Source: an optimization exercise on an open RTL-to-GDS flow (aim: small area). Production flows keep margins and buffers that such runs may drop.
Only simulation tests tie the RTL to the original design; equivalence was not proved.
The clock port is modelled as an ideal driver; clocking choices that lean on that would not hold on a real chip.
Power figures rest on the tool's default switching activity, not on a simulated workload.

### design/flow/config.mk
export PLATFORM = sky130hd
export DESIGN_NAME = adq_regs_top
export DESIGN_NICKNAME = adq_regs_top
export VERILOG_FILES = /design/flow/design.v
export SDC_FILE = /design/flow/constraint.sdc
export NUM_CORES = 4
export LEC_CHECK = 0
export CAP_MARGIN = 20
export CORE_MARGIN = 2
export CORE_UTILIZATION = 40
export CTS_BUF_LIST = sky130_fd_sc_hd__clkbuf_2 sky130_fd_sc_hd__clkbuf_4
export PLACE_DENSITY = 0.6
export SLEW_MARGIN = 20
export SYNTH_HIERARCHICAL = 1
export SYNTH_MINIMUM_KEEP_SIZE = 0
### design/flow/constraint.sdc
create_clock -name core_clock -period 5.0 [get_ports {clk_i}]
set_input_delay 1.0000 -clock core_clock [delete_from_list [all_inputs] [get_ports {clk_i}]]
set_output_delay 1.0000 -clock core_clock [all_outputs]
set_load 0.01 [all_outputs]
### design/flow/design.v
`timescale 1ns/1ps
`default_nettype none
module adq_regs_top (
    input  wire                                clk_i,
    input  wire                                rst_i,
    input  wire [15-1:0]              paddr_i,
    input  wire                                psel_i,
    input  wire                                penable_i,
    input  wire                                pwrite_i,
    input  wire [16-1:0]              pwdata_i,
    output wire [16-1:0]              prdata_o,
    output wire                                pready_o,
    output wire                                pslverr_o,
    input  wire [8*16-1:0]   user_status_i,
    output wire [8*16-1:0]  user_ctrl_o,
    output wire [8-1:0]              user_strobe_o,
    output wire [36-1:0]                   sys_o,
    output wire [2*64-1:0]  cal_o,
    output wire [3-1:0]                idelay_o
);
    localparam int DW = 16;
    localparam int NW       = 23;
    localparam int W_CTRL   = 0;
    localparam int W_SKIP   = 8;
    localparam int W_IDELAY = 9;
    localparam int W_AFE    = 10;
    localparam int W_DECIM  = 11;
    localparam int W_LED    = 12;
    localparam int W_PD     = 13;
    localparam int W_DF     = 14;
    localparam int W_CAL    = 15;    
    function automatic logic [15-1:0] waddr(int w);
        case (w)
            W_SKIP:   waddr = 15'h2AA0;
            W_IDELAY: waddr = 15'h2AA1;
            W_AFE:    waddr = 15'h2AA2;
            W_DECIM:  waddr = 15'h2AA3;
            W_LED:    waddr = 15'h2AAA;
            W_PD:     waddr = 15'h2AAB;
            W_DF:     waddr = 15'h2AAC;
            15:       waddr = 15'h2AB0;
            16:       waddr = 15'h2AB0 + 1;
            17:       waddr = 15'h2AC0;
            18:       waddr = 15'h2AC0 + 1;
            19:       waddr = 15'h2AD0;
            20:       waddr = 15'h2AD0 + 1;
            21:       waddr = 15'h2AD2;
            22:       waddr = 15'h2AD2 + 1;
            default:  waddr = 15'h0030 + w[14:0];
        endcase
    endfunction
    function automatic int wwidth(int w);
        case (w)
            W_IDELAY: wwidth = 3;
            W_AFE:    wwidth = 4;
            W_DECIM:  wwidth = 9;
            W_LED:    wwidth = 3;
            W_PD:     wwidth = 2;
            W_DF:     wwidth = 2;
            default:  wwidth = DW;
        endcase
    endfunction
    function automatic logic [DW-1:0] wreset(int w);
        case (w)
            15, 16:  wreset = 16'sd1024;
            17, 18:  wreset = 16'sd0;
            19, 20:  wreset = 16'sd8191;
            21, 22:  wreset = (-16'sd8192);
            default: wreset = '0;
        endcase
    endfunction
    logic setup_q;
    logic done;
    logic wr;
    always_ff @(posedge clk_i) begin
        setup_q <= psel_i && !penable_i && !rst_i;
    end
    assign done = psel_i && penable_i && !setup_q && !rst_i;
    assign wr   = done && pwrite_i;
    logic [NW-1:0] hit;
    logic [3:0]    hit_ver;
    logic [7:0]    hit_status;
    logic          mapped;
    logic          read_only;
    always_comb begin
        for (int w = 0; w < NW; w++) begin
            hit[w] = (paddr_i == waddr(w));
        end
        for (int v = 0; v < 4; v++) begin
            hit_ver[v] = (paddr_i == 15'h0000 + v);
        end
        for (int s = 0; s < 8; s++) begin
            hit_status[s] = (paddr_i == 15'h0020 + s);
        end
    end
    assign read_only = |hit_ver || |hit_status;
    assign mapped    = |hit || read_only;
    assign pready_o  = done;
    assign pslverr_o = done && (!mapped || (pwrite_i && read_only));
    logic [DW-1:0]    wdata1;    
    logic [NW-1:0]    we;
    logic [NW-1:0]    set1;      
    logic [NW-1:0]    hold;
    logic [NW*DW-1:0] word_flat;
    logic [NW*DW-1:0] word_next;
    logic [DW-1:0]    word_q [NW];
    assign wdata1 = pwdata_i | {DW{rst_i}};
    assign we     = {NW{wr}} & hit;
    assign set1   = we | {NW{rst_i}};
    assign hold   = ~(we | {NW{rst_i}});
    adq_word_next u_word_next (
        .set0_i  (we),
        .set1_i  (set1),
        .hold_i  (hold),
        .data0_i (pwdata_i),
        .data1_i (wdata1),
        .q_i     (word_flat),
        .d_o     (word_next)
    );
    for (genvar w = 0; w < NW; w++) begin : g_word
        localparam int WW = wwidth(w);
        for (genvar b = 0; b < DW; b++) begin : g_bit
            if (b < WW) begin : g_used
                logic q;
                always_ff @(posedge clk_i) begin
                    q <= word_next[w*DW + b];
                end
                assign word_q[w][b] = q;
            end else begin : g_unused
                assign word_q[w][b] = 1'b0;
            end
        end
        assign word_flat[w*DW +: DW] = word_q[w];
    end
    for (genvar i = 0; i < 8; i++) begin : g_ctrl_out
        assign user_ctrl_o[i*DW +: DW] = word_q[W_CTRL + i];
    end
    assign sys_o = {word_q[W_SKIP],
                    word_q[W_AFE][4-1:0],
                    word_q[W_DECIM][9-1:0],
                    word_q[W_LED][3-1:0],
                    word_q[W_PD][2-1:0],
                    word_q[W_DF][2-1:0]};
    for (genvar ch = 0; ch < 2; ch++) begin : g_cal_out
        assign cal_o[ch*64 +: 64] = {word_q[W_CAL + ch],
                                                       word_q[W_CAL + 2 + ch],
                                                       word_q[W_CAL + 4 + ch],
                                                       word_q[W_CAL + 6 + ch]};
    end
    logic [8-1:0] strobe_q;
    always_ff @(posedge clk_i) begin
        strobe_q <= we[W_CTRL +: 8];
    end
    assign user_strobe_o = strobe_q;
    logic [DW-1:0] rd_mux;
    logic [DW-1:0] rdata_q;
    logic          cap;
    assign cap = !penable_i;
    adq_rd_mux u_rd_mux (
        .sel_ver_i    (hit_ver & {4{cap}}),
        .sel_status_i (hit_status & {8{cap}}),
        .sel_word_i   (hit & {NW{cap}}),
        .status_i     (user_status_i),
        .word_i       (word_flat),
        .hold_i       (penable_i),
        .q_i          (rdata_q),
        .rd_o         (rd_mux)
    );
    always_ff @(posedge clk_i) begin
        rdata_q <= rd_mux;
    end
    assign prdata_o = rdata_q;
    logic       rise;
    logic       rise1_q;
    logic       rise2_q;
    logic       load_q;
    logic [1:0] tap_q;
    logic       tap_load;
    assign rise = we[W_IDELAY] && pwdata_i[2] && !word_q[W_IDELAY][2];
    assign tap_load = rise2_q || rst_i;
    always_ff @(posedge clk_i) begin
        rise1_q <= rise;
        rise2_q <= rise1_q;
        load_q  <= rise2_q && !rst_i;
        if (tap_load) begin
            tap_q <= word_q[W_IDELAY][1:0] & {2{!rst_i}};
        end
    end
    assign idelay_o = {load_q, tap_q};
endmodule
module adq_rd_mux (
    input  wire [4-1:0]           sel_ver_i,
    input  wire [8-1:0]            sel_status_i,
    input  wire [22:0]                      sel_word_i,
    input  wire [8*16-1:0] status_i,
    input  wire [23*16-1:0]        word_i,
    input  wire                             hold_i,
    input  wire [16-1:0]           q_i,
    output logic [16-1:0]          rd_o
);
    localparam int DW = 16;
    function automatic int wwidth(int w);
        case (w)
            9:       wwidth = 3;
            10:      wwidth = 4;
            11:      wwidth = 9;
            12:      wwidth = 3;
            13:      wwidth = 2;
            14:      wwidth = 2;
            default: wwidth = DW;
        endcase
    endfunction
    always_comb begin
        rd_o = {DW{hold_i}} & q_i;
        if (sel_ver_i[0]) rd_o = rd_o | {8'h07, 8'h01};
        if (sel_ver_i[1]) rd_o = rd_o | {6'h11, 4'h2, 6'h03};
        if (sel_ver_i[3]) rd_o = rd_o | {8'hA5, 8'h00};
        for (int s = 0; s < 8; s++) begin
            rd_o = rd_o | ({DW{sel_status_i[s]}} & status_i[s*DW +: DW]);
        end
        for (int w = 0; w < 23; w++) begin
            for (int b = 0; b < DW; b++) begin
                if (b < wwidth(w)) begin
                    rd_o[b] = rd_o[b] | (sel_word_i[w] & word_i[w*DW + b]);
                end
            end
        end
    end
endmodule
module adq_word_next (
    input  wire [22:0]                 set0_i,
    input  wire [22:0]                 set1_i,
    input  wire [22:0]                 hold_i,
    input  wire [16-1:0]      data0_i,
    input  wire [16-1:0]      data1_i,
    input  wire [23*16-1:0]   q_i,
    output logic [23*16-1:0]  d_o
);
    localparam int DW = 16;
    function automatic logic [DW-1:0] wreset(int w);
        case (w)
            15, 16:  wreset = 16'sd1024;
            17, 18:  wreset = 16'sd0;
            19, 20:  wreset = 16'sd8191;
            21, 22:  wreset = (-16'sd8192);
            default: wreset = '0;
        endcase
    endfunction
    function automatic int wwidth(int w);
        case (w)
            9:       wwidth = 3;
            10:      wwidth = 4;
            11:      wwidth = 9;
            12:      wwidth = 3;
            13:      wwidth = 2;
            14:      wwidth = 2;
            default: wwidth = DW;
        endcase
    endfunction
    always_comb begin
        d_o = '0;
        for (int w = 0; w < 23; w++) begin
            for (int b = 0; b < DW; b++) begin
                if (b >= wwidth(w)) begin
                end else if (wreset(w) & (1 << b)) begin
                    d_o[w*DW + b] = (set1_i[w] & data1_i[b]) | (hold_i[w] & q_i[w*DW + b]);
                end else begin
                    d_o[w*DW + b] = (set0_i[w] & data0_i[b]) | (hold_i[w] & q_i[w*DW + b]);
                end
            end
        end
    end
endmodule
`default_nettype wire
### design/flow/flow/run.sh
#!/bin/bash
set -euo pipefail
bash standard.sh "BUFFER_PORTS_ARGS=-buffer_cell sky130_fd_sc_hd__buf_1" \
  "CTS_ARGS=-sink_clustering_enable -repair_clock_nets -buf_list {sky130_fd_sc_hd__clkbuf_8} -sink_clustering_size 14 -sink_clustering_max_diameter 45 -dont_use_dummy_load" \
  finish > flow_make.log 2>&1
### design/flow/standard.sh
#!/bin/bash
# synth_recipe.tcl (not shown) runs the flow's synth.tcl, then flattens the netlist and writes it again
# the make line also repeats each setting of config.mk as NAME=value (left out here)
make -C /OpenROAD-flow-scripts/flow DESIGN_CONFIG=/design/flow/config.mk WORK_HOME=/design/flow/orfs CLKGATE_MAP_FILE= SYNTH_SCRIPT=/design/flow/synth_recipe.tcl "${@:-finish}"
==> impl_metrics.env, run 1 <==
export IMPL_rsz0062_at_grt="false"
export IMPL_core_area_sq_um=38740
export IMPL_synth_cells=1527
export IMPL_slowest_delay_ns=0.54
export IMPL_power_per_cell_area_nw_per_um2=292.4
export IMPL_die_x_um=202.4
export IMPL_cts_buffers=41
export IMPL_hold_viol_final=0
export IMPL_timing_final_crit_share_pct=72.31
export IMPL_critPathTopFamily="simple AND/OR/NAND/NOR gates"
export IMPL_cts_setup_buffers=0
export IMPL_dieArea_sq_um=40960
export IMPL_dr_pass1_iters=7
export IMPL_routed_wl_mm=76.64
export IMPL_cp_slowest_cell="a221oi_1"
export IMPL_worstSkewPairLatency_ns=0.60
export IMPL_grt_first_pass_wirelength_mm=103.9
export IMPL_grt_usage_pct=35.64
export IMPL_hp_class="reg -> reg"
export IMPL_drc_errors=0
export IMPL_skew_ns=0.07727
export IMPL_drt_iter0_drc=1885
export IMPL_p_leak_nw=5.693
export IMPL_area_delta_synth_final_pct=1.343
export IMPL_crit_required_ns=5.47
export IMPL_fill_cells=3975
export IMPL_io_pins=485
export IMPL_peakVddDrop_mv=0.1347
export IMPL_cts_tree="yes"
export IMPL_place_congestion=0.9764
export IMPL_hpwl_mm=56.82
export IMPL_cp_start_kind="primary input"
export IMPL_timing_final_ws_setup_ns=1.384
export IMPL_viasPerCell=6.300
export IMPL_postRouteAntennaNets=0
export IMPL_io_buffers=484
export IMPL_layout_commonest_cell="buf_1"
export IMPL_worstPathCellList="buf_1 > nor4_1 > and2_2 > and2b_1 > nand2_1 > nor2_2 > buf_4 > a22o_1 > a221oi_1 > nand4_1 > or3_1"
export IMPL_overflow=0
export IMPL_maxCapViolations=0
export IMPL_antenna_found_initial=2
export IMPL_cts_repair_resized=0
export IMPL_cts_root_buffer="clkbuf_8"
export IMPL_setup_viol=0
export IMPL_stdcell_area_sq_um=15960
export IMPL_fmax_ghz=0.2766
export IMPL_layout_common_cells="481 x buf_1, 323 x dfxtp_1, 277 x a22o_1"
export IMPL_synth_area_sq_um=15740
export IMPL_setup_tns_ns=0
export IMPL_yosys_warnings=10
export IMPL_final_util_pct=41.19
export IMPL_drive_gt1_share_pct=14.83
export IMPL_num_rows=72
export IMPL_clk_pin_slew_worst_paths_ns=0.09
export IMPL_arrival_ns=4.08
export IMPL_syn_num_nets=1691
export IMPL_die_height_um=202.4
export IMPL_clock_sinks=325
export IMPL_worst_setup_path_type="in -> reg"
export IMPL_placedInstanceArea_sq_um=15340
export IMPL_period_minus_slack_ns=3.616
export IMPL_tightest_slew_ns=1.325
export IMPL_htreeDepth=2
export IMPL_grt_start_max_net_pins=51
export IMPL_end_kind="flop"
export IMPL_avgSynthCellArea_sq_um=10.31
export IMPL_cts_hold_buf=0
export IMPL_first_global_vias=12969
export IMPL_hold_worst_slack_ns=0.3538
export IMPL_initial_utilization_pct=40.64
export IMPL_routedWlPerCell_um=35.06
export IMPL_critPathBufInv=2
export IMPL_relSlewSlack_pct=11.58
export IMPL_status="no timing/DRC/antenna violations"
export IMPL_route_vias_total=13771
export IMPL_nets=1832
export IMPL_dp_slack_ns=0.9014
export IMPL_maxSlewViolCount=0
export IMPL_crit_fanout=9
export IMPL_clockBufferDepth=3
[state kept, by name (all words and copies together) (netlist names)]
signal / flops
g_word.g_bit.g_used.q: 295
tap_q: 2
rise2_q: 1
load_q: 1
setup_q: 1
rdata_q: 16
strobe_q: 8
rise1_q: 1
[layer usage]
metal	global-route usage [%]	wire length [um]	vias up
met1	48.98	32110	6831
met3	9.787	8276	183
met5	0	13	-
met2	52.76	33060	1041
li1	-	-	5714
met4	14.18	3175	2
[worst paths after layout]
kind | endpoint | start | slack [ns] | cells after the start
max | rdata_q[1]$_DFF_P_ | paddr_i[7] | 1.38 | 11
min | rise2_q$_DFF_P_ | rise1_q$_DFF_P_ | 0.35 | 0
max reg2reg | g_word[0].g_bit[2].g_used.q$_DFF_P_ | setup_q$_DFF_P_ | 2.53 | 8
min reg2reg | rise2_q$_DFF_P_ | rise1_q$_DFF_P_ | 0.35 | 0
[per-stage QoR]
step,power [W],instances
2_1_floorplan,0.002903,1527
3_3_place_gp,0.003030,2140
3_5_place_dp,0.003031,2140
4_1_cts,0.004663,2181
5_1_grt,0.004770,2185
6_report,0.004666,2186
[report_power, final]
| part | leakage [nW] | switching, W | internal (W) |
|---|---|---|---|
| registers | 2.63 | 0.0000458 | 0.00262 |
| clock network | 0.295 | 0.000953 | 0.000726 |
| logic | 2.76 | 0.000233 | 0.0000903 |
| total | 5.69 | 0.00123 | 0.00343 |
[worst reg2reg max path, cell delays in order (launching register included)]
cell and delay [ns]:
dfxtp_1 0.29, and4bb_1 0.35, and2_2 0.24, nand3_2 0.26, nor2_2 0.18, buf_4 0.37, nor2_2 0.20, buf_4 0.29
a22o_1 0.22
[cell type report]
cell class              count  area (sq um)  share of cell area (%)
diodes                      2         5.005                 0.03137
multi-input cells         753          5907                   37.02
clock buffers              41         564.3                   3.537
well taps                 518         648.1                   4.062
flip-flops and latches    325          6526                   40.90
repair buffers            545          2297                   14.40
inverters                   2         7.507                 0.04705
==> inputs of run 2 (changes only) <==
--- a/design/flow/design.v
+++ b/design/flow/design.v
@@ -98,21 +98,16 @@
     assign pready_o  = done;
     assign pslverr_o = done && (!mapped || (pwrite_i && read_only));
-    logic [DW-1:0]    wdata1;    
     logic [NW-1:0]    we;
-    logic [NW-1:0]    set1;      
     logic [NW-1:0]    hold;
     logic [NW*DW-1:0] word_flat;
     logic [NW*DW-1:0] word_next;
     logic [DW-1:0]    word_q [NW];
-    assign wdata1 = pwdata_i | {DW{rst_i}};
     assign we     = {NW{wr}} & hit;
-    assign set1   = we | {NW{rst_i}};
     assign hold   = ~(we | {NW{rst_i}});
     adq_word_next u_word_next (
-        .set0_i  (we),
-        .set1_i  (set1),
+        .set_i   (we),
         .hold_i  (hold),
-        .data0_i (pwdata_i),
-        .data1_i (wdata1),
+        .rst_i   (rst_i),
+        .data_i  (pwdata_i),
         .q_i     (word_flat),
         .d_o     (word_next)
@@ -229,9 +224,8 @@
 endmodule
 module adq_word_next (
-    input  wire [22:0]                 set0_i,
-    input  wire [22:0]                 set1_i,
+    input  wire [22:0]                 set_i,
     input  wire [22:0]                 hold_i,
-    input  wire [16-1:0]      data0_i,
-    input  wire [16-1:0]      data1_i,
+    input  wire                        rst_i,
+    input  wire [16-1:0]      data_i,
     input  wire [23*16-1:0]   q_i,
     output logic [23*16-1:0]  d_o
@@ -264,7 +258,7 @@
                 if (b >= wwidth(w)) begin
                 end else if (wreset(w) & (1 << b)) begin
-                    d_o[w*DW + b] = (set1_i[w] & data1_i[b]) | (hold_i[w] & q_i[w*DW + b]);
+                    d_o[w*DW + b] = (set_i[w] & data_i[b]) | (hold_i[w] & q_i[w*DW + b]) | rst_i;
                 end else begin
-                    d_o[w*DW + b] = (set0_i[w] & data0_i[b]) | (hold_i[w] & q_i[w*DW + b]);
+                    d_o[w*DW + b] = (set_i[w] & data_i[b]) | (hold_i[w] & q_i[w*DW + b]);
                 end
             end
==> run 2 against run 1 <==
Critical endpoint is now pslverr_o. Final area down 0.46%. Clock power about the same. First-iteration DRC count up 9.1%. Still clean. Global-route usage rose by 1.3 points.
==> impl_metrics.env, run 2 <==
export IMPL_cts_hold_buf=0
export IMPL_placedInstanceArea_sq_um=15260
export IMPL_critPathTopFamily="simple AND/OR/NAND/NOR gates"
export IMPL_dr_pass1_iters=6
export IMPL_wl_met2_mm=31.70
export IMPL_p_leak_nw=5.602
export IMPL_drive_gt1_share_pct=11.70
export IMPL_viasPerCell=6.544
export IMPL_status="no timing/DRC/antenna violations"
export IMPL_final_util_pct=42.37
export IMPL_routed_wl_mm=76.05
export IMPL_cts_setup_buffers=0
export IMPL_dieArea_sq_um=39490
export IMPL_reg_largest_list="g_word.g_bit.g_used.q: 295 flops, rdata_q: 16 flops, strobe_q: 8 flops"
export IMPL_rsz0062_at_grt="false"
export IMPL_maxSlewViolCount=0
export IMPL_dp_cells=2115
export IMPL_worstSkewPairLatency_ns=0.59
export IMPL_initial_utilization_pct=40.46
export IMPL_worst_path_most_repeated_cell="buf_1"
export IMPL_skew_ns=0.05716
export IMPL_crit_fanout=9
export IMPL_cp_slowest_cell="nor4_4"
export IMPL_cts_tree="yes"
export IMPL_fmax_ghz=0.2710
export IMPL_routedWlPerCell_um=35.14
export IMPL_top_layer_used="met4"
export IMPL_clockBufferDepth=3
export IMPL_cts_repair_resized=0
export IMPL_fin_cells=2164
export IMPL_largest_register_ffs=295
export IMPL_dp_slack_ns=1.094
export IMPL_setup_tns_ns=0
export IMPL_hp_class="reg -> reg"
export IMPL_io_buffers=484
export IMPL_slowest_delay_ns=0.63
export IMPL_period_minus_slack_ns=3.690
export IMPL_timing_final_ws_setup_ns=1.310
export IMPL_worstReg2RegEnd="g_word[15].g_bit[6].g_used.q$_DFF_P_"
export IMPL_worstRegToRegCells=7
export IMPL_worst_setup_path_type="in -> out"
export IMPL_layout_common_cells="479 x buf_1, 323 x dfxtp_1, 298 x a22o_1"
export IMPL_clk_pin_slew_worst_paths_ns=0.03
export IMPL_crit_required_ns=4.00
export IMPL_cp_num_cells=6
export IMPL_postRouteAntennaNets=0
export IMPL_num_rows=71
export IMPL_route_vias_total=14161
export IMPL_die_x_um=198.7
export IMPL_cts_buffers=42
export IMPL_peakVddDrop_mv=0.1480
export IMPL_synth_cells=1515
export IMPL_wl_met1_mm=30.63
export IMPL_avgSynthCellArea_sq_um=10.01
export IMPL_core_area_sq_um=37490
export IMPL_fill_cells=3846
export IMPL_grt_start_max_net_pins=63
export IMPL_first_global_vias=13217
export IMPL_synth_area_sq_um=15170
export IMPL_endpoint="pslverr_o"
export IMPL_overflow=0
export IMPL_drc_errors=0
export IMPL_die_height_um=198.7
export IMPL_dr_wl_met3_mm=9.585
export IMPL_place_congestion=1.021
export IMPL_clock_sinks=325
export IMPL_drt_iter0_drc=2056
export IMPL_cp_startpoint="paddr_i[8]"
export IMPL_tightest_slew_ns=1.205
export IMPL_grt_first_pass_wirelength_mm=102.9
export IMPL_worstPathCellList="buf_1 > nor4_4 > nand3_2 > o21ai_0 > nor4_1 > buf_1"
export IMPL_power_per_cell_area_nw_per_um2=292.8
export IMPL_r2r_slack_ns=2.04
export IMPL_nets=1815
export IMPL_hold_viol_final=0
export IMPL_cp_start_kind="primary input"
export IMPL_hpwl_mm=54.85
export IMPL_critPathBufInv=2
export IMPL_antenna_found_initial=4
export IMPL_grt_usage_pct=36.95
export IMPL_arrival_ns=2.69
export IMPL_worstHoldStart="rise1_q$_DFF_P_"
export IMPL_relSlewSlack_pct=19.67
export IMPL_area_delta_synth_final_pct=4.710
export IMPL_syn_num_nets=1679
export IMPL_yosys_warnings=10
export IMPL_io_pins=485
export IMPL_layout_commonest_cell="buf_1"
export IMPL_stdcell_area_sq_um=15880
export IMPL_timing_final_crit_share_pct=73.80
export IMPL_r2r_start="setup_q$_DFF_P_"
export IMPL_end_kind="output port"
export IMPL_setup_viol=0
export IMPL_maxCapViolations=0
export IMPL_cts_root_buffer="clkbuf_8"
export IMPL_top_register="g_word.g_bit.g_used.q"
export IMPL_htreeDepth=2
## run 2: power by group
part	switching, W	internal, W
Sequential	0.0000324	0.00261
Combinational	0.000219	0.0000769
Clock	0.000967	0.000743
## run 2: cell type report
type                            instances  area (sq um)  share of cell area (%)
Multi-Input combinational cell        729          5784                   36.42
Tap cell                              511         639.4                   4.026
Clock buffer                           42         578.1                   3.640
Sequential cell                       325          6526                   41.09
Inverter                                3         11.26                 0.07090
Timing Repair Buffer                  550          2333                   14.69
Antenna cell                            4         10.01                 0.06302
## run 2: per-layer routing
metal / global-route usage [%] / vias up
met1: 50.63 / 6961
met5: 0 / -
met4: 18.55 / 0
li1: - / 5703
met2: 52.68 / 1250
met3: 10.68 / 247
## run 2: how the worst min path moves through the flow
stage	endpoint	slack [ns]	cells past startpoint
after detailed placement	rise2_q$_DFF_P_	0.32	0
final	rise2_q$_DFF_P_	0.32	0
after global placement	rise2_q$_DFF_P_	0.31	0
after global routing	rise2_q$_DFF_P_	0.33	0
after CTS	rise2_q$_DFF_P_	0.32	0
after floorplan	rise2_q$_DFF_P_	0.31	0
## run 2: per-stage QoR
| stage | hold slack [ns] | power (W) |
|---|---|---|
| 2_1_floorplan | 0.3096 | 0.002843 |
| 3_3_place_gp | 0.3144 | 0.002982 |
| 3_5_place_dp | 0.3224 | 0.002983 |
| 4_1_cts | 0.3246 | 0.004631 |
| 5_1_grt | 0.3261 | 0.004763 |
| 6_report | 0.3210 | 0.004650 |
==> inputs of run 3 (changes only) <==
==> design/flow/flow/run.sh (replaced) <==
#!/bin/bash
set -euo pipefail
bash standard.sh "BUFFER_PORTS_ARGS=-buffer_cell sky130_fd_sc_hd__buf_1" \
  "CTS_ARGS=-sink_clustering_enable -repair_clock_nets -buf_list {sky130_fd_sc_hd__clkbuf_2 sky130_fd_sc_hd__clkbuf_4} -sink_clustering_size 8 -sink_clustering_max_diameter 35 -dont_use_dummy_load" \
  finish > flow_make.log 2>&1
==> run 3 against run 2 <==
Still clean on timing, DRC and antenna. Sequential share of layout area rose by 0.20 points. Hold slack better by 0.0022 ns. Clock-buffer cell count rose by 26. Critical endpoint unchanged. Largest power group unchanged.
==> impl_metrics.env, run 3 <==
export IMPL_place_congestion=1.021
export IMPL_fmax_ghz=0.2714
export IMPL_syn_num_nets=1679
export IMPL_hp_class="reg -> reg"
export IMPL_grtUsageMet3_pct=11.43
export IMPL_hold_viol_final=0
export IMPL_yosys_warnings=10
export IMPL_setup_tns_ns=0
export IMPL_layout_common_cells="479 x buf_1, 323 x dfxtp_1, 298 x a22o_1"
export IMPL_drc_errors=0
export IMPL_grtUsageMet2_pct=53.34
export IMPL_nets=1840
export IMPL_worstSkewPairLatency_ns=0.79
export IMPL_maxCapViolations=0
export IMPL_swShare_pct=27.10
export IMPL_end_kind="output port"
export IMPL_whs_endpoint="rise2_q$_DFF_P_"
export IMPL_dp_cells=2115
export IMPL_area_delta_synth_final_pct=4.207
export IMPL_io_buffers=484
export IMPL_first_global_vias=13319
export IMPL_clock_sinks=325
export IMPL_power_per_cell_area_nw_per_um2=287.0
export IMPL_die_height_um=198.7
export IMPL_largest_register_ffs=295
export IMPL_initial_utilization_pct=40.46
export IMPL_antenna_found_initial=3
export IMPL_dr_pass1_iters=6
export IMPL_worstReg2RegEnd="g_word[15].g_bit[6].g_used.q$_DFF_P_"
export IMPL_dieArea_sq_um=39490
export IMPL_top_register="g_word.g_bit.g_used.q"
export IMPL_reg_largest_list="g_word.g_bit.g_used.q: 295 flops, rdata_q: 16 flops, strobe_q: 8 flops"
export IMPL_clockBufferDepth=3
export IMPL_timing_final_crit_share_pct=73.69
export IMPL_num_rows=71
export IMPL_power_frac_seq_pct=58.3
export IMPL_synth_area_sq_um=15170
export IMPL_viasPerCell=6.537
export IMPL_internal_power_w=0.003307
export IMPL_switchingPower_w=0.001229
export IMPL_cts_setup_buffers=0
export IMPL_layout_commonest_cell="buf_1"
export IMPL_worst_setup_path_type="in -> out"
export IMPL_cts_root_buffer="clkbuf_4"
export IMPL_cts_buffers=68
export IMPL_drt_iter0_drc=2073
export IMPL_top_usage_layer="met2"
export IMPL_peakVddDrop_mv=0.1194
export IMPL_min_path_cells=0
export IMPL_die_x_um=198.7
export IMPL_clk_pin_slew_worst_paths_ns=0.04
export IMPL_overflow=0
export IMPL_routed_wl_mm=76.37
export IMPL_setup_viol=0
export IMPL_worstHoldStart="rise1_q$_DFF_P_"
export IMPL_crit_fanout=9
export IMPL_power_frac_clock_pct=35.2
export IMPL_cts_hold_buf=0
export IMPL_postRouteAntennaNets=0
export IMPL_core_area_sq_um=37490
export IMPL_pwr_share_comb_pct=6.5
export IMPL_arrival_ns=2.68
export IMPL_r2r_slack_ns=2.01
export IMPL_cts_repair_resized=0
export IMPL_synth_cells=1515
export IMPL_final_util_pct=42.16
export IMPL_drive_gt1_share_pct=13.02
export IMPL_route_vias_total=14303
export IMPL_relSlewSlack_pct=18.77
export IMPL_tightest_slew_ns=1.215
export IMPL_p_leak_nw=5.608
export IMPL_routedWlPerCell_um=34.90
export IMPL_cp_start_kind="primary input"
export IMPL_r2r_start="setup_q$_DFF_P_"
export IMPL_grt_usage_pct=37.22
export IMPL_avgSynthCellArea_sq_um=10.01
export IMPL_htreeDepth=3
export IMPL_grt_start_max_net_pins=63
export IMPL_crit_required_ns=4.00
export IMPL_maxSlewViolCount=0
export IMPL_grt_first_pass_wirelength_mm=103.4
export IMPL_io_pins=485
export IMPL_period_minus_slack_ns=3.685
export IMPL_hpwl_mm=54.85
export IMPL_cts_tree="yes"
export IMPL_worstRegToRegCells=7
export IMPL_status="no timing/DRC/antenna violations"
export IMPL_fin_cells=2188
export IMPL_hold_worst_slack_ns=0.3232
export IMPL_met1_usage_pct=50.48
export IMPL_skew_ns=0.1048
export IMPL_rsz0062_at_grt="false"
-- run 3: power groups by stage --
stage	Sequential (W)	Combinational [W]	Clock, W
2_1_floorplan	0.00268	0.000161	0
3_3_place_gp	0.00270	0.000281	0
3_5_place_dp	0.00270	0.000282	0
4_1_cts	0.00264	0.000283	0.00160
5_1_grt	0.00264	0.000304	0.00172
6_report	0.00264	0.000296	0.00160
-- run 3: final cells by class --
type	instances	area, sq um
fillers	3870	21680
flip-flops and latches	325	6526
inverters	3	11.26
multi-input cells	729	5789
clock buffers	68	510.5
diodes	3	7.507
well taps	511	639.4
repair buffers	549	2322
-- run 3: worst max-delay path by stage --
stage               slack [ns]  cells past startpoint        from                  end
floorplan                 1.92                      4  paddr_i[8]            pslverr_o
global placement          1.14                     10  paddr_i[8]  rdata_q[14]$_DFF_P_
detailed placement        1.09                     10  paddr_i[8]   rdata_q[0]$_DFF_P_
CTS                       1.36                      6  paddr_i[8]            pslverr_o
global route              1.20                      6  paddr_i[7]            pslverr_o
finish                    1.32                      6  paddr_i[8]            pslverr_o
-- run 3: layer usage --
layer | routed length, um | vias to the layer above
li1 | - | 5789
met1 | 30770 | 6944
met2 | 31800 | 1316
met3 | 9818 | 254
met4 | 3978 | 0
met5 | 0 | -
-- run 3: per-stage QoR --
step           power (W)  worst slack (ns)  area [sq um]
3_5_place_dp    0.002983             1.094         15260
2_1_floorplan   0.002843             1.917         15170
4_1_cts         0.004528             1.357         15770
5_1_grt         0.004671             1.203         15810
6_report        0.004537             1.315         15810
3_3_place_gp    0.002982             1.142         15240
-- run 3: worst max-delay path, stage by stage --
cell and delay [ns]:
buf_1 0.10, nor4_4 0.63, nand3_2 0.43, o21ai_0 0.32
nor4_1 0.08, buf_1 0.13
==> inputs of run 4 (changes only) <==
==> design/flow/flow/run.sh (replaced) <==
#!/bin/bash
set -euo pipefail
bash standard.sh "BUFFER_PORTS_ARGS=-buffer_cell sky130_fd_sc_hd__buf_1" \
  "CTS_ARGS=-sink_clustering_enable -repair_clock_nets -buf_list {sky130_fd_sc_hd__clkbuf_4} -sink_clustering_size 8 -sink_clustering_max_diameter 30 -dont_use_dummy_load" \
  finish > flow_make.log 2>&1
==> run 4 against run 3 <==
Synthesized cell count stayed put. Clock skew hardly changed. Flip-flop and latch count stayed put. First-iteration DRC count is 1.4% lower. Largest cell class unchanged. Highest routed layer unchanged.
==> impl_metrics.env, run 4 <==
export IMPL_top_register="g_word.g_bit.g_used.q"
export IMPL_drt_iter0_drc=2044
export IMPL_largest_register_ffs=295
export IMPL_routed_wl_mm=76.41
export IMPL_core_area_sq_um=37490
export IMPL_viasPerCell=6.571
export IMPL_route_vias_total=14463
export IMPL_hold_viol_final=0
export IMPL_setup_viol=0
export IMPL_dp_cells=2115
export IMPL_place_congestion=1.021
export IMPL_antenna_found_initial=5
export IMPL_io_buffers=484
export IMPL_num_rows=71
export IMPL_cts_setup_buffers=0
export IMPL_dieArea_sq_um=39490
export IMPL_cts_buffers=78
export IMPL_clock_sinks=325
export IMPL_relSlewSlack_pct=17.55
export IMPL_area_delta_synth_final_pct=4.809
export IMPL_grt_start_max_net_pins=63
export IMPL_overflow=0
export IMPL_worstSkewPairLatency_ns=0.78
export IMPL_period_minus_slack_ns=3.677
export IMPL_drc_errors=0
export IMPL_avgSynthCellArea_sq_um=10.01
export IMPL_initial_utilization_pct=40.46
export IMPL_die_x_um=198.7
export IMPL_cp_start_kind="primary input"
export IMPL_arrival_ns=2.68
export IMPL_cts_tree="yes"
export IMPL_peakVddDrop_mv=0.1172
export IMPL_fin_cells=2201
export IMPL_crit_fanout=9
export IMPL_dp_slack_ns=1.094
export IMPL_hp_class="reg -> reg"
export IMPL_power_per_cell_area_nw_per_um2=291.7
export IMPL_hpwl_mm=54.85
export IMPL_timing_final_crit_share_pct=73.54
export IMPL_first_global_vias=13364
export IMPL_yosys_warnings=10
export IMPL_crit_required_ns=4.00
export IMPL_maxCapViolations=0
export IMPL_stdcell_area_sq_um=15900
export IMPL_postRouteAntennaNets=0
export IMPL_dr_pass1_iters=9
export IMPL_routedWlPerCell_um=34.72
export IMPL_skew_ns=0.1046
export IMPL_layout_commonest_cell="buf_1"
export IMPL_fmax_ghz=0.2720
export IMPL_tightest_slew_ns=1.233
export IMPL_p_leak_nw=5.660
export IMPL_rsz0062_at_grt="false"
export IMPL_placedInstanceArea_sq_um=15260
export IMPL_io_pins=485
export IMPL_worst_setup_path_type="in -> out"
export IMPL_htreeDepth=3
export IMPL_clk_pin_slew_worst_paths_ns=0.04
export IMPL_nets=1851
export IMPL_clockBufferDepth=3
export IMPL_die_height_um=198.7
export IMPL_reg_largest_list="g_word.g_bit.g_used.q: 295 flops, rdata_q: 16 flops, strobe_q: 8 flops"
export IMPL_grt_usage_pct=37.25
export IMPL_end_kind="output port"
export IMPL_syn_num_nets=1679
export IMPL_status="no timing/DRC/antenna violations"
export IMPL_synth_cells=1515
export IMPL_maxSlewViolCount=0
export IMPL_timing_final_ws_setup_ns=1.323
export IMPL_synth_area_sq_um=15170
export IMPL_cts_root_buffer="clkbuf_4"
export IMPL_cts_repair_resized=0
export IMPL_grt_first_pass_wirelength_mm=103.5
export IMPL_cts_hold_buf=0
export IMPL_setup_tns_ns=0
export IMPL_layout_common_cells="479 x buf_1, 323 x dfxtp_1, 298 x a22o_1"
export IMPL_drive_gt1_share_pct=13.59
[run 4: worst paths after layout]
check | start | end | slack, ns | cells past startpoint
worst max register to register | setup_q$_DFF_P_ | g_word[15].g_bit[6].g_used.q$_DFF_P_ | 2.04 | 7
worst min-delay path | rise1_q$_DFF_P_ | rise2_q$_DFF_P_ | 0.32 | 0
worst min register to register | rise1_q$_DFF_P_ | rise2_q$_DFF_P_ | 0.32 | 0
worst max-delay path | paddr_i[8] | pslverr_o | 1.32 | 6
[run 4: through the flow]
| stage | utilization (%) | hold WS [ns] | total power [W] |
|---|---|---|---|
| 2_1_floorplan | - | 0.3096 | 0.002843 |
| 3_3_place_gp | 40.64 | 0.3144 | 0.002982 |
| 3_5_place_dp | 40.70 | 0.3224 | 0.002983 |
| 4_1_cts | 42.26 | 0.3267 | 0.004630 |
| 5_1_grt | 42.41 | 0.3288 | 0.004787 |
| 6_report | 42.41 | 0.3234 | 0.004638 |
[run 4: cell type report]
| cell class | count | area (sq um) |
|---|---|---|
| flip-flops and latches | 325 | 6526 |
| repair buffers | 550 | 2333 |
| diodes | 5 | 12.51 |
| inverters | 3 | 11.26 |
| clock buffers | 78 | 585.6 |
| well taps | 511 | 639.4 |
| fillers | 3864 | 21590 |
| multi-input cells | 729 | 5789 |
[run 4: layer usage]
metal	vias up	global-route usage (%)	share of wire (%)
met5	-	0	0
met4	0	17.39	4.7
met3	244	11.09	13
met2	1280	53.60	42
met1	7137	50.94	40
li1	5802	-	-
[run 4: power breakdown]
part / internal, W / switching, W
clock network: 0.000707 / 0.000989
registers: 0.00261 / 0.0000324
logic: 0.0000771 / 0.000220
total: 0.00340 / 0.00124
[run 4: critical path: stages]
cell	delay, ns
buf_1	0.10
nor4_4	0.63
nand3_2	0.42
o21ai_0	0.31
nor4_1	0.08
buf_1	0.13
==> inputs of run 5 (changes only) <==
==> design/flow/flow/run.sh (replaced) <==
#!/bin/bash
set -euo pipefail
bash standard.sh "BUFFER_PORTS_ARGS=-buffer_cell sky130_fd_sc_hd__buf_1" \
  "CTS_ARGS=-sink_clustering_enable -repair_clock_nets -buf_list {sky130_fd_sc_hd__clkbuf_4} -sink_clustering_size 10 -sink_clustering_max_diameter 40 -dont_use_dummy_load" \
  "PRE_CTS_TCL=$PWD/flow/pre_cts.tcl" \
  finish > flow_make.log 2>&1
==> design/flow/flow/pre_cts.tcl (new file) <==
# Tighter clock-path slew target for CTS's own clock-net repair
set_max_transition 0.115 -clock_path [all_clocks]
--- a/design/flow/config.mk
+++ b/design/flow/config.mk
@@ -8,7 +8,6 @@
 export CAP_MARGIN = 20
 export CORE_MARGIN = 2
-export CORE_UTILIZATION = 40
-export CTS_BUF_LIST = sky130_fd_sc_hd__clkbuf_2 sky130_fd_sc_hd__clkbuf_4
-export PLACE_DENSITY = 0.6
+export CORE_UTILIZATION = 55
+export PLACE_DENSITY = 0.7
 export SLEW_MARGIN = 20
 export SYNTH_HIERARCHICAL = 1
==> run 5 against run 4 <==
Sequential power hardly changed. First-iteration DRC count increased by 31%. Combinational power shrank 2%. Die area is 27% lower. Setup slack worse by 0.0065 ns. Hold slack worse by 0.0085 ns. Global-route usage grew 9.4 points. Clock power shrank 22%. Largest cell class unchanged.
==> impl_metrics.env, run 5 <==
export IMPL_status="no timing/DRC/antenna violations"
export IMPL_skew_ns=0.08013
export IMPL_rsz0062_at_grt="false"
export IMPL_viasPerCell=7.268
export IMPL_nets=1817
export IMPL_synth_cells=1515
export IMPL_hold_viol_final=0
export IMPL_crit_required_ns=4.00
export IMPL_cp_start_kind="primary input"
export IMPL_initial_utilization_pct=56.13
export IMPL_tightest_slew_ns=1.224
export IMPL_largest_register_ffs=295
export IMPL_fmax_ghz=0.2715
export IMPL_arrival_ns=2.68
export IMPL_syn_num_nets=1679
export IMPL_layout_common_cells="478 x buf_1, 323 x dfxtp_1, 298 x a22o_1"
export IMPL_cts_setup_buffers=0
export IMPL_crit_fanout=10
export IMPL_yosys_warnings=10
export IMPL_cts_buffers=46
export IMPL_worstSkewPairLatency_ns=0.72
export IMPL_drt_iter0_drc=2685
export IMPL_clock_sinks=325
export IMPL_maxSlewViolCount=0
export IMPL_antenna_found_initial=4
export IMPL_cp_startpoint="paddr_i[7]"
export IMPL_io_pins=485
export IMPL_grt_usage_pct=46.67
export IMPL_layout_commonest_cell="buf_1"
export IMPL_hp_class="reg -> reg"
export IMPL_fin_cells=1993
export IMPL_die_height_um=170.1
export IMPL_final_util_pct=57.03
export IMPL_num_rows=60
export IMPL_cts_tree="yes"
export IMPL_reg_largest_list="g_word.g_bit.g_used.q: 295 flops, rdata_q: 16 flops, strobe_q: 8 flops"
export IMPL_worstHoldStart="rise1_q$_DFF_P_"
export IMPL_hpwl_mm=50.57
export IMPL_hold_worst_slack_ns=0.3149
export IMPL_r2r_slack_ns=2.09
export IMPL_dr_pass1_iters=9
export IMPL_timing_final_ws_setup_ns=1.316
export IMPL_maxCapViolations=0
export IMPL_cts_hold_buf=0
export IMPL_overflow=0
export IMPL_die_x_um=170.1
export IMPL_r2r_start="setup_q$_DFF_P_"
export IMPL_grt_first_pass_wirelength_mm=96.68
export IMPL_routedWlPerCell_um=35.51
export IMPL_dieArea_sq_um=28920
export IMPL_p_leak_nw=5.514
export IMPL_setup_viol=0
export IMPL_cts_repair_resized=0
export IMPL_clk_pin_slew_worst_paths_ns=0.10
export IMPL_dp_cells=1944
export IMPL_worst_setup_path_type="in -> out"
export IMPL_drive_gt1_share_pct=11.02
export IMPL_area_delta_synth_final_pct=1.617
export IMPL_place_congestion=1.020
export IMPL_setup_tns_ns=0
export IMPL_dp_slack_ns=1.165
export IMPL_first_global_vias=13216
export IMPL_period_minus_slack_ns=3.684
export IMPL_io_buffers=484
export IMPL_drc_errors=0
export IMPL_relSlewSlack_pct=18.28
export IMPL_core_area_sq_um=27030
export IMPL_end_kind="output port"
export IMPL_peakVddDrop_mv=0.1977
export IMPL_route_vias_total=14486
export IMPL_grt_start_max_net_pins=63
export IMPL_fill_cells=2534
export IMPL_avgSynthCellArea_sq_um=10.01
export IMPL_top_register="g_word.g_bit.g_used.q"
export IMPL_postRouteAntennaNets=0
export IMPL_routed_wl_mm=70.78
export IMPL_synth_area_sq_um=15170
export IMPL_timing_final_crit_share_pct=73.67
export IMPL_power_per_cell_area_nw_per_um2=275.7
[run 5: path summary, 6_finish.rpt]
kind                                                              to  cells after the start
worst min-delay path                                 rise2_q$_DFF_P_                      0
worst max register to register  g_word[19].g_bit[6].g_used.q$_DFF_P_                      5
worst max-delay path                                       pslverr_o                      6
worst min register to register                       rise2_q$_DFF_P_                      0
[run 5: power by group]
part | switching, W | internal (W) | total, W
combinational | 0.000215 | 0.0000771 | 0.000292
clock | 0.000894 | 0.000422 | 0.00132
sequential | 0.0000324 | 0.00261 | 0.00264
total | 0.00114 | 0.00311 | 0.00425
[run 5: routing by layer]
layer	up-vias	wire length [um]	share of wire (%)	global-route usage (%)
met5	-	33	0.047	0
met4	6	4073	5.8	21.96
met3	285	10760	15	16.47
met2	1449	29320	41	66.70
met1	7021	26600	38	62.80
li1	5725	-	-	-
[run 5: stage by stage]
step | area (sq um) | total power (W)
floorplan | 15170 | 0.002843
global placement | 14990 | 0.002969
detailed placement | 15030 | 0.002973
CTS | 15370 | 0.004212
global route | 15410 | 0.004339
finish | 15410 | 0.004250
[run 5: cell type report]
cell class / count / area, sq um / share of cell area [%]
Sequential cell: 325 / 6526 / 42.34
Inverter: 3 / 11.26 / 0.07306
Clock buffer: 46 / 345.3 / 2.240
Multi-Input combinational cell: 729 / 5762 / 37.38
Timing Repair Buffer: 548 / 2340 / 15.18
Antenna cell: 1 / 2.502 / 0.01624
Tap cell: 341 / 426.7 / 2.768
[run 5: critical path, stage by stage]
cell,delay [ns]
buf_1,0.24
nor4_2,0.59
nand3_2,0.36
o21ai_0,0.28
nor4_1,0.08
buf_1,0.13
==> inputs of run 6 (changes only) <==
--- a/design/flow/config.mk
+++ b/design/flow/config.mk
@@ -8,6 +8,6 @@
 export CAP_MARGIN = 20
 export CORE_MARGIN = 2
-export CORE_UTILIZATION = 55
-export PLACE_DENSITY = 0.7
+export CORE_UTILIZATION = 65
+export PLACE_DENSITY = 0.8
 export SLEW_MARGIN = 20
 export SYNTH_HIERARCHICAL = 1
==> run 6 against run 5 <==
Total power fell by 1.1%. Clock-buffer cell count fell by 2. Area after synthesis did not move. Hold slack improved by 0.027 ns. Maximum frequency fell by 0.64%. Non-clock buffer count grew 4. Setup slack got worse by 0.024 ns. Die area decreased by 15%. Final cell count is 1.1% lower. Flip-flop and latch count stayed put.
==> impl_metrics.env, run 6 <==
export IMPL_viasPerCell=7.512
export IMPL_nets=1819
export IMPL_worst_setup_path_type="in -> out"
export IMPL_core_area_sq_um=22780
export IMPL_swShare_pct=26.48
export IMPL_worstSkewPairLatency_ns=0.70
export IMPL_io_buffers=484
export IMPL_grt_first_pass_wirelength_mm=93.72
export IMPL_r2r_start="setup_q$_DFF_P_"
export IMPL_skew_ns=0.07304
export IMPL_switchingPower_w=0.001113
export IMPL_fmax_ghz=0.2697
export IMPL_relSlewSlack_pct=14.95
export IMPL_die_x_um=156.8
export IMPL_power_per_cell_area_nw_per_um2=274.0
export IMPL_setup_viol=0
export IMPL_num_rows=55
export IMPL_initial_utilization_pct=66.59
export IMPL_cts_tree="yes"
export IMPL_largest_register_ffs=295
export IMPL_first_global_vias=13541
export IMPL_finalPower_w=0.004202
export IMPL_synth_area_sq_um=15170
export IMPL_crit_required_ns=4.00
export IMPL_syn_num_nets=1679
export IMPL_yosys_warnings=10
export IMPL_multi_input_area_sq_um=5729
export IMPL_route_vias_total=14806
export IMPL_slowest_delay_ns=0.67
export IMPL_dr_pass1_iters=9
export IMPL_peakVddDrop_mv=0.2199
export IMPL_routedWlPerCell_um=34.69
export IMPL_arrival_ns=2.71
export IMPL_clock_sinks=325
export IMPL_cts_buffers=44
export IMPL_cts_hold_buf=0
export IMPL_rsz0062_at_grt="false"
export IMPL_postRouteAntennaNets=0
export IMPL_top_register="g_word.g_bit.g_used.q"
export IMPL_critPathBufInv=2
export IMPL_power_frac_clock_pct=30.2
export IMPL_stdcell_area_sq_um=15340
export IMPL_critPathTopFamily="simple AND/OR/NAND/NOR gates"
export IMPL_hold_viol_final=0
export IMPL_drc_errors=0
export IMPL_synth_cells=1515
export IMPL_register_area_sq_um=6526
export IMPL_crit_fanout=9
export IMPL_placedInstanceArea_sq_um=14970
export IMPL_internal_power_w=0.003089
export IMPL_grt_start_max_net_pins=63
export IMPL_reg_largest_list="g_word.g_bit.g_used.q: 295 flops, rdata_q: 16 flops, strobe_q: 8 flops"
export IMPL_routed_wl_mm=68.37
export IMPL_hp_class="reg -> reg"
export IMPL_drive_gt1_share_pct=10.34
export IMPL_setup_tns_ns=0
export IMPL_layout_common_cells="481 x buf_1, 323 x dfxtp_1, 298 x a22o_1"
export IMPL_status="no timing/DRC/antenna violations"
export IMPL_die_height_um=156.8
export IMPL_end_kind="output port"
export IMPL_area_delta_synth_final_pct=1.106
export IMPL_fill_cells=1896
export IMPL_cts_repair_resized=0
export IMPL_final_util_pct=67.33
export IMPL_cp_startpoint="paddr_i[8]"
export IMPL_timing_final_crit_share_pct=74.15
export IMPL_place_congestion=1.084
export IMPL_maxSlewViolCount=0
export IMPL_drt_iter0_drc=3169
export IMPL_hpwl_mm=48.79
export IMPL_maxCapViolations=0
export IMPL_endpoint="pslverr_o"
export IMPL_power_frac_seq_pct=62.9
export IMPL_dp_slack_ns=1.099
export IMPL_cp_num_cells=6
export IMPL_avgSynthCellArea_sq_um=10.01
export IMPL_cts_setup_buffers=0
export IMPL_r2r_slack_ns=2.39
export IMPL_io_pins=485
export IMPL_overflow=0
export IMPL_pwr_share_comb_pct=6.9
export IMPL_antenna_found_initial=3
export IMPL_grt_usage_pct=53.05
export IMPL_p_leak_nw=5.505
export IMPL_worstReg2RegEnd="g_word[15].g_bit[10].g_used.q$_DFF_P_"
export IMPL_timing_final_ws_setup_ns=1.293
export IMPL_cp_slowest_cell="nor4_4"
export IMPL_dieArea_sq_um=24570
export IMPL_worstPathCellList="buf_1 > nor4_4 > nand3_2 > o21ai_0 > nor4_1 > buf_1"
export IMPL_worst_path_most_repeated_cell="buf_1"
export IMPL_cp_start_kind="primary input"
export IMPL_tightest_slew_ns=1.274
export IMPL_worstRegToRegCells=7
export IMPL_layout_commonest_cell="buf_1"
export IMPL_period_minus_slack_ns=3.707
export IMPL_clk_pin_slew_worst_paths_ns=0.07
[run 6: cell count changes in the layout (fill, tap and decap cells not counted), sizes merged]
cell    previous run  this run
clkbuf            51        47
diode              1         5
buf              543       549
[run 6: metal layers]
layer | part of all wire, % | vias up | track usage [%]
li1 | - | 5727 | -
met1 | 35 | 6851 | 68.76
met2 | 40 | 1794 | 72.18
met3 | 18 | 434 | 22.63
met4 | 7.6 | 0 | 32.90
met5 | 0 | - | 0
[run 6: layout make-up]
| type | count | area share, % |
|---|---|---|
| diodes | 5 | 0.08159 |
| clock buffers | 44 | 2.154 |
| inverters | 3 | 0.07343 |
| multi-input cells | 729 | 37.36 |
| flip-flops and latches | 325 | 42.56 |
| well taps | 313 | 2.554 |
| repair buffers | 552 | 15.22 |
[run 6: power by group through the flow]
stage	clock (W)	combinational (W)	sequential, W
3_5_place_dp	0	0.000270	0.00270
5_1_grt	0.00134	0.000294	0.00264
2_1_floorplan	0	0.000161	0.00268
4_1_cts	0.00124	0.000271	0.00264
6_report	0.00127	0.000292	0.00264
3_3_place_gp	0	0.000270	0.00270
[run 6: through the flow]
step	std cells	hold slack, ns
floorplan	1515	0.3096
global placement	1921	0.3208
detailed placement	1921	0.3240
CTS	1965	0.3372
global route	1969	0.3505
finish	1971	0.3419
[run 6: worst min path at each step]
stage	from	endpoint	depth (start not counted)
6_report	rise1_q$_DFF_P_	rise2_q$_DFF_P_	0
5_1_grt	rise1_q$_DFF_P_	rise2_q$_DFF_P_	0
4_1_cts	rise1_q$_DFF_P_	rise2_q$_DFF_P_	0
3_5_place_dp	rise1_q$_DFF_P_	rise2_q$_DFF_P_	0
3_3_place_gp	rise1_q$_DFF_P_	rise2_q$_DFF_P_	0
2_1_floorplan	rise1_q$_DFF_P_	rise2_q$_DFF_P_	0
==> inputs of run 7 (changes only) <==
==> design/flow/flow/run.sh (replaced) <==
#!/bin/bash
set -euo pipefail
bash standard.sh "BUFFER_PORTS_ARGS=-buffer_cell sky130_fd_sc_hd__buf_1" \
  "CTS_ARGS=-sink_clustering_enable -repair_clock_nets -buf_list {sky130_fd_sc_hd__clkbuf_4} -sink_clustering_size 10 -sink_clustering_max_diameter 40 -dont_use_dummy_load" \
  "GLOBAL_PLACEMENT_ARGS=-keep_resize_below_overflow 0" \
  finish > flow_make.log 2>&1
--- a/design/flow/config.mk
+++ b/design/flow/config.mk
@@ -8,6 +8,6 @@
 export CAP_MARGIN = 20
 export CORE_MARGIN = 2
-export CORE_UTILIZATION = 65
-export PLACE_DENSITY = 0.8
+export CORE_UTILIZATION = 55
+export PLACE_DENSITY = 0.7
 export SLEW_MARGIN = 20
 export SYNTH_HIERARCHICAL = 1
removed: design/flow/flow/pre_cts.tcl
==> run 7 against run 6 <==
Non-clock buffer count fell by 11. Wire length increased by 2.1%. Die area up 18%. Final cell count is 0.86% higher. Clock power increased by 4%. Flip-flop and latch count unchanged. Critical path depth stayed put. Hold slack lost 0.0067 ns. Maximum frequency decreased by 2.9%.
==> impl_metrics.env, run 7 <==
export IMPL_status="no timing/DRC/antenna violations"
export IMPL_placedInstanceArea_sq_um=15320
export IMPL_synth_cells=1515
export IMPL_grt_start_max_net_pins=30
export IMPL_power_frac_clock_pct=30.9
export IMPL_slowest_delay_ns=0.69
export IMPL_num_rows=60
export IMPL_initial_utilization_pct=56.13
export IMPL_hp_class="reg -> reg"
export IMPL_crit_fanout=9
export IMPL_cts_repair_resized=0
export IMPL_critPathTopFamily="simple AND/OR/NAND/NOR gates"
export IMPL_synth_area_sq_um=15170
export IMPL_p_leak_nw=5.540
export IMPL_reg_largest_list="g_word.g_bit.g_used.q: 295 flops, rdata_q: 16 flops, strobe_q: 8 flops"
export IMPL_worstSkewPairLatency_ns=0.70
export IMPL_dr_pass1_iters=6
export IMPL_worstPathCellList="buf_1 > nor4_4 > nand3_2 > o21ai_0 > nor4_1 > buf_1"
export IMPL_first_global_vias=13141
export IMPL_cts_tree="yes"
export IMPL_wl_met1_mm=26.17
export IMPL_skew_ns=0.08670
export IMPL_layout_commonest_cell="buf_1"
export IMPL_drive_gt1_share_pct=11.98
export IMPL_nets=1811
export IMPL_clockBufferDepth=3
export IMPL_power_frac_seq_pct=62.0
export IMPL_area_delta_synth_final_pct=3.522
export IMPL_relSlewSlack_pct=20.85
export IMPL_io_buffers=484
export IMPL_swShare_pct=26.64
export IMPL_top_layer_used="met5"
export IMPL_drc_errors=0
export IMPL_grt_first_pass_wirelength_mm=94.90
export IMPL_maxSlewViolCount=0
export IMPL_yosys_warnings=10
export IMPL_worst_setup_path_type="in -> out"
export IMPL_routed_wl_mm=69.84
export IMPL_drt_iter0_drc=2845
export IMPL_stdcell_area_sq_um=15700
export IMPL_core_area_sq_um=27030
export IMPL_tightest_slew_ns=1.187
export IMPL_cts_hold_buf=0
export IMPL_critPathBufInv=2
export IMPL_switchingPower_w=0.001134
export IMPL_pwr_share_comb_pct=7.1
export IMPL_dp_cells=1937
export IMPL_routedWlPerCell_um=35.13
export IMPL_clk_pin_slew_worst_paths_ns=0.09
export IMPL_wl_met2_mm=28.23
export IMPL_grt_usage_pct=45.82
export IMPL_avgSynthCellArea_sq_um=10.01
export IMPL_period_minus_slack_ns=3.816
export IMPL_setup_viol=0
export IMPL_viasPerCell=7.273
export IMPL_worst_path_most_repeated_cell="buf_1"
export IMPL_top_register="g_word.g_bit.g_used.q"
export IMPL_maxCapViolations=0
export IMPL_antenna_found_initial=3
export IMPL_power_per_cell_area_nw_per_um2=271.1
export IMPL_cp_slowest_cell="nor4_4"
export IMPL_cts_setup_buffers=0
export IMPL_postRouteAntennaNets=0
export IMPL_overflow=0
export IMPL_fin_cells=1988
export IMPL_crit_required_ns=4.00
export IMPL_end_kind="output port"
export IMPL_setup_tns_ns=0
export IMPL_htreeDepth=2
export IMPL_final_util_pct=58.10
export IMPL_timing_final_crit_share_pct=76.33
export IMPL_arrival_ns=2.82
export IMPL_fmax_ghz=0.2620
export IMPL_rsz0062_at_grt="false"
export IMPL_syn_num_nets=1679
export IMPL_place_congestion=0.9999
export IMPL_layout_common_cells="479 x buf_1, 323 x dfxtp_1, 298 x a22o_1"
export IMPL_largest_register_ffs=295
export IMPL_internal_power_w=0.003123
export IMPL_hpwl_mm=51.31
export IMPL_io_pins=485
export IMPL_peakVddDrop_mv=0.1557
export IMPL_r2r_slack_ns=1.93
export IMPL_hold_viol_final=0
export IMPL_die_x_um=170.1
export IMPL_clock_sinks=325
export IMPL_die_height_um=170.1
export IMPL_cts_buffers=47
export IMPL_cts_root_buffer="clkbuf_4"
export IMPL_cp_start_kind="primary input"
export IMPL_dr_wl_met3_mm=10.95
export IMPL_fill_cells=2500
export IMPL_route_vias_total=14458
export IMPL_dieArea_sq_um=28920
## run 7: worst reg2reg max path, stage by stage (launching register included)
cell and delay, ns:
dfxtp_1 0.30, and4bb_1 0.37, nand2_1 0.43, nor3_1 0.93, a21oi_2 0.44, a221o_1 0.44
## run 7: per-layer routing
| metal | global-route usage, % | vias up |
|---|---|---|
| met5 | 0 | - |
| met4 | 23.89 | 4 |
| met3 | 16.63 | 323 |
| met2 | 64.48 | 1564 |
| met1 | 61.23 | 6842 |
| li1 | - | 5725 |
## run 7: final cells by class
type,count,area [sq um],area share (%)
sequential,325,6526,41.56
multi-input combinational,729,5886,37.48
timing repair buffer,541,2495,15.89
tap,341,426.7,2.717
clock buffer,47,352.8,2.247
inverter,3,11.26,0.07171
antenna,2,5.005,0.03187
## run 7: stage by stage
step	setup WS, ns	hold WS (ns)	power (W)
after CTS	1.222	0.3367	0.004218
after global routing	1.113	0.3416	0.004345
after global placement	-3.652	0.3181	0.002960
after floorplan	1.917	0.3096	0.002843
final	1.184	0.3352	0.004258
after detailed placement	0.6933	0.3150	0.002982
## run 7: power by group through the flow
| stage | logic (W) | registers, W | clock network (W) |
|---|---|---|---|
| floorplan | 0.000161 | 0.00268 | 0 |
| global placement | 0.000263 | 0.00270 | 0 |
| CTS | 0.000286 | 0.00264 | 0.00130 |
| global route | 0.000307 | 0.00264 | 0.00140 |
| detailed placement | 0.000285 | 0.00270 | 0 |
| finish | 0.000302 | 0.00264 | 0.00132 |
## run 7: path summary, 6_finish.rpt
path | end | cells past startpoint | startpoint
worst max-delay path | pslverr_o | 6 | paddr_i[8]
worst min-delay path | rise2_q$_DFF_P_ | 0 | rise1_q$_DFF_P_
worst max register to register | g_word[19].g_bit[5].g_used.q$_DFF_P_ | 5 | setup_q$_DFF_P_
worst min register to register | rise2_q$_DFF_P_ | 0 | rise1_q$_DFF_P_
==> inputs of run 8 (changes only) <==
==> design/flow/flow/run.sh (replaced) <==
#!/bin/bash
set -euo pipefail
bash standard.sh "BUFFER_PORTS_ARGS=-buffer_cell sky130_fd_sc_hd__buf_1" \
  "CTS_ARGS=-sink_clustering_enable -repair_clock_nets -buf_list {sky130_fd_sc_hd__clkbuf_4} -sink_clustering_size 10 -sink_clustering_max_diameter 40 -dont_use_dummy_load" \
  "POST_CTS_TCL=$PWD/flow/post_cts.tcl" \
  finish > flow_make.log 2>&1
==> design/flow/flow/post_cts.tcl (new file) <==
estimate_parasitics -placement
set limit_ns 0.105
set drivers [dict create]
foreach pin [get_pins -hierarchical */CLK] {
  set worst 0.0
  foreach a {max} { foreach e {rise fall} {
    set s [get_property $pin slew_${a}_$e]
    if {[string is double -strict $s] && $s > $worst} { set worst $s }
  } }
  if {$worst > $limit_ns} {
    set net [get_nets -of_objects $pin]
    foreach dp [get_pins -of_objects $net -filter "direction==output"] {
      dict set drivers [get_full_name [get_cells -of_objects $dp]] 1
    }
  }
}
set next {sky130_fd_sc_hd__clkbuf_1 sky130_fd_sc_hd__clkbuf_2 sky130_fd_sc_hd__clkbuf_2 sky130_fd_sc_hd__clkbuf_4 sky130_fd_sc_hd__clkbuf_4 sky130_fd_sc_hd__clkbuf_8 sky130_fd_sc_hd__clkbuf_8 sky130_fd_sc_hd__clkbuf_16}
foreach name [dict keys $drivers] {
  set inst [get_cells $name]
  set master [get_property $inst ref_name]
  set i [lsearch -exact $next $master]
  if {$i >= 0 && $i + 1 < [llength $next] && $master ne "sky130_fd_sc_hd__clkbuf_16"} {
    set to [lindex $next [expr {$i + 1}]]
    if {$to eq $master} { set to [lindex $next [expr {$i + 2}]] }
    puts "post_cts: $name $master -> $to"
    replace_cell $inst $to
  }
}
detailed_placement
check_placement -verbose
estimate_parasitics -placement
--- a/design/flow/config.mk
+++ b/design/flow/config.mk
@@ -8,6 +8,7 @@
 export CAP_MARGIN = 20
 export CORE_MARGIN = 2
-export CORE_UTILIZATION = 55
-export PLACE_DENSITY = 0.7
+export CORE_UTILIZATION = 40
+export CTS_BUF_LIST = sky130_fd_sc_hd__clkbuf_2 sky130_fd_sc_hd__clkbuf_4
+export PLACE_DENSITY = 0.6
 export SLEW_MARGIN = 20
 export SYNTH_HIERARCHICAL = 1
==> run 8 against run 7 <==
Hold slack worse by 0.0011 ns. Combinational power is 2% lower. Clock skew is 0.0098 ns lower. Clock power is 8% higher. Utilization is 16 points lower.
==> impl_metrics.env, run 8 <==
export IMPL_status="no timing/DRC/antenna violations"
export IMPL_worstReg2RegEnd="g_word[15].g_bit[6].g_used.q$_DFF_P_"
export IMPL_p_leak_nw=5.541
export IMPL_top_layer_used="met4"
export IMPL_hpwl_mm=54.85
export IMPL_drt_iter0_drc=2004
export IMPL_relSlewSlack_pct=18.85
export IMPL_period_minus_slack_ns=3.712
export IMPL_num_rows=71
export IMPL_switchingPower_w=0.001182
export IMPL_place_congestion=1.021
export IMPL_dr_pass1_iters=8
export IMPL_dp_cells=2115
export IMPL_syn_num_nets=1679
export IMPL_yosys_warnings=10
export IMPL_cts_tree="yes"
export IMPL_initial_utilization_pct=40.46
export IMPL_area_delta_synth_final_pct=3.596
export IMPL_worstRegToRegCells=7
export IMPL_swShare_pct=27.07
export IMPL_pwr_share_comb_pct=6.8
export IMPL_maxCapViolations=0
export IMPL_dr_wl_met3_mm=9.515
export IMPL_whs_endpoint="rise2_q$_DFF_P_"
export IMPL_route_vias_total=14188
export IMPL_crit_required_ns=4.00
export IMPL_io_buffers=484
export IMPL_wl_met2_mm=31.84
export IMPL_rsz0062_at_grt="false"
export IMPL_timing_final_crit_share_pct=74.24
export IMPL_layout_common_cells="479 x buf_1, 323 x dfxtp_1, 298 x a22o_1"
export IMPL_clock_sinks=325
export IMPL_fin_cells=2170
export IMPL_io_pins=485
export IMPL_r2r_slack_ns=2.06
export IMPL_drc_errors=0
export IMPL_min_path_cells=0
export IMPL_routedWlPerCell_um=34.97
export IMPL_crit_fanout=9
export IMPL_worstHoldStart="rise1_q$_DFF_P_"
export IMPL_r2r_start="setup_q$_DFF_P_"
export IMPL_tightest_slew_ns=1.217
export IMPL_layout_commonest_cell="buf_1"
export IMPL_hp_class="reg -> reg"
export IMPL_reg_largest_list="g_word.g_bit.g_used.q: 295 flops, rdata_q: 16 flops, strobe_q: 8 flops"
export IMPL_setup_viol=0
export IMPL_synth_area_sq_um=15170
export IMPL_register_area_sq_um=6526
export IMPL_dieArea_sq_um=39490
export IMPL_internal_power_w=0.003184
export IMPL_power_frac_seq_pct=60.5
export IMPL_synth_cells=1515
export IMPL_top_register="g_word.g_bit.g_used.q"
export IMPL_nets=1821
export IMPL_wl_met1_mm=30.68
export IMPL_maxSlewViolCount=0
export IMPL_power_frac_clock_pct=32.7
export IMPL_core_area_sq_um=37490
export IMPL_largest_register_ffs=295
export IMPL_power_per_cell_area_nw_per_um2=277.8
export IMPL_postRouteAntennaNets=0
export IMPL_cp_start_kind="primary input"
export IMPL_worst_setup_path_type="in -> out"
export IMPL_grt_first_pass_wirelength_mm=102.8
export IMPL_peakVddDrop_mv=0.1442
export IMPL_viasPerCell=6.538
export IMPL_grt_usage_pct=36.90
export IMPL_multi_input_area_sq_um=5789
export IMPL_die_x_um=198.7
export IMPL_fmax_ghz=0.2694
export IMPL_avgSynthCellArea_sq_um=10.01
export IMPL_routed_wl_mm=75.89
export IMPL_clk_pin_slew_worst_paths_ns=0.08
export IMPL_first_global_vias=13216
export IMPL_skew_ns=0.07693
export IMPL_overflow=0
export IMPL_antenna_found_initial=5
export IMPL_hold_viol_final=0
export IMPL_setup_tns_ns=0
export IMPL_die_height_um=198.7
export IMPL_fill_cells=3866
export IMPL_grt_start_max_net_pins=63
export IMPL_hold_worst_slack_ns=0.3341
export IMPL_final_util_pct=41.92
export IMPL_arrival_ns=2.71
export IMPL_worstSkewPairLatency_ns=0.77
export IMPL_drive_gt1_share_pct=12.02
export IMPL_end_kind="output port"
-- run 8: cell count changes in the layout (fill, tap and decap cells not counted), moves of 7 or more --
cell | before | now
buf_8 | 18 | 0
buf_4 | 21 | 62
buf_6 | 15 | 4
clkbuf_8 | 0 | 7
nor2_1 | 28 | 36
nor2_4 | 15 | 3
-- run 8: power by group through the flow --
stage	Sequential (W)	Clock, W	Combinational, W
5_1_grt	0.00264	0.00151	0.000305
6_report	0.00264	0.00143	0.000297
3_5_place_dp	0.00270	0	0.000282
3_3_place_gp	0.00270	0	0.000281
2_1_floorplan	0.00268	0	0.000161
-- run 8: area by class of cell --
type	instances	share of cell area, %
antenna	4	0.06370
clock buffer	48	2.572
inverter	3	0.07166
multi-input combinational	729	36.84
sequential	325	41.53
tap	511	4.069
timing repair buffer	550	14.85
-- run 8: metal layers --
layer  track usage [%]  vias to the layer above
met1             50.46                     7010
met5                 0                        -
li1                  -                     5734
met3             11.24                      236
met4             17.83                        0
met2             52.60                     1208
-- run 8: worst max path at each step --
stage,start,end
2_1_floorplan,paddr_i[8],pslverr_o
3_3_place_gp,paddr_i[8],rdata_q[14]$_DFF_P_
3_5_place_dp,paddr_i[8],rdata_q[0]$_DFF_P_
5_1_grt,paddr_i[7],pslverr_o
6_report,paddr_i[8],pslverr_o
-- run 8: critical path, cell delays in order --
cell     delay [ns]
buf_1          0.10
nor4_4         0.63
nand3_2        0.44
o21ai_0        0.33
nor4_1         0.08
buf_1          0.13
-- run 8: per-stage QoR --
stage,power (W),instance area [sq um],worst slack [ns]
after floorplan,0.002843,15170,1.917
after global placement,0.002982,15240,1.142
after detailed placement,0.002983,15260,1.094
after global routing,0.004463,15710,1.203
final,0.004365,15710,1.288

port drivers added, routing unchanged:
The flow's constraints put no driver on any port. The routed layouts listed below were extracted and timed again, unchanged, in two steps. Step 1 sets driving cells, clkbuf_16 on the clock port and buf_2 on the other inputs (assumed; they add their load-dependent delay and slew). Step 2, shift: input delay + t, output delay - t, t = (earliest + latest rising clock arrival at the registers) / 2. This alone moves slack from input paths to output paths. Slacks: no drivers / after step 1 / after step 2; pairs: no drivers / after step 1.
run | t (ns) | setup WS [ns] | worst register clock-pin slew, ns
run 1 | 0.618 | 1.384 / 1.406 / 0.788 | 0.09 / 0.09
run 2 | 0.625 | 1.310 / 1.289 / 0.905 | 0.10 / 0.10
run 3 | 0.789 | 1.315 / 1.294 / 0.910 | 0.09 / 0.09
run 4 | 0.775 | 1.323 / 1.302 / 0.894 | 0.09 / 0.09
run 5 | 0.730 | 1.316 / 1.287 / 0.950 | 0.12 / 0.12
run 6 | 0.719 | 1.293 / 1.269 / 0.865 | 0.12 / 0.12
run 7 | 0.722 | 1.184 / 1.164 / 0.578 | 0.12 / 0.12
run 8 | 0.780 | 1.288 / 1.267 / 0.890 | 0.11 / 0.11
After both steps setup and hold are still met in every run listed. For run 7, which loses most, drivers alone change the setup slack by -0.020 ns; drivers and shift together by -0.606 ns.
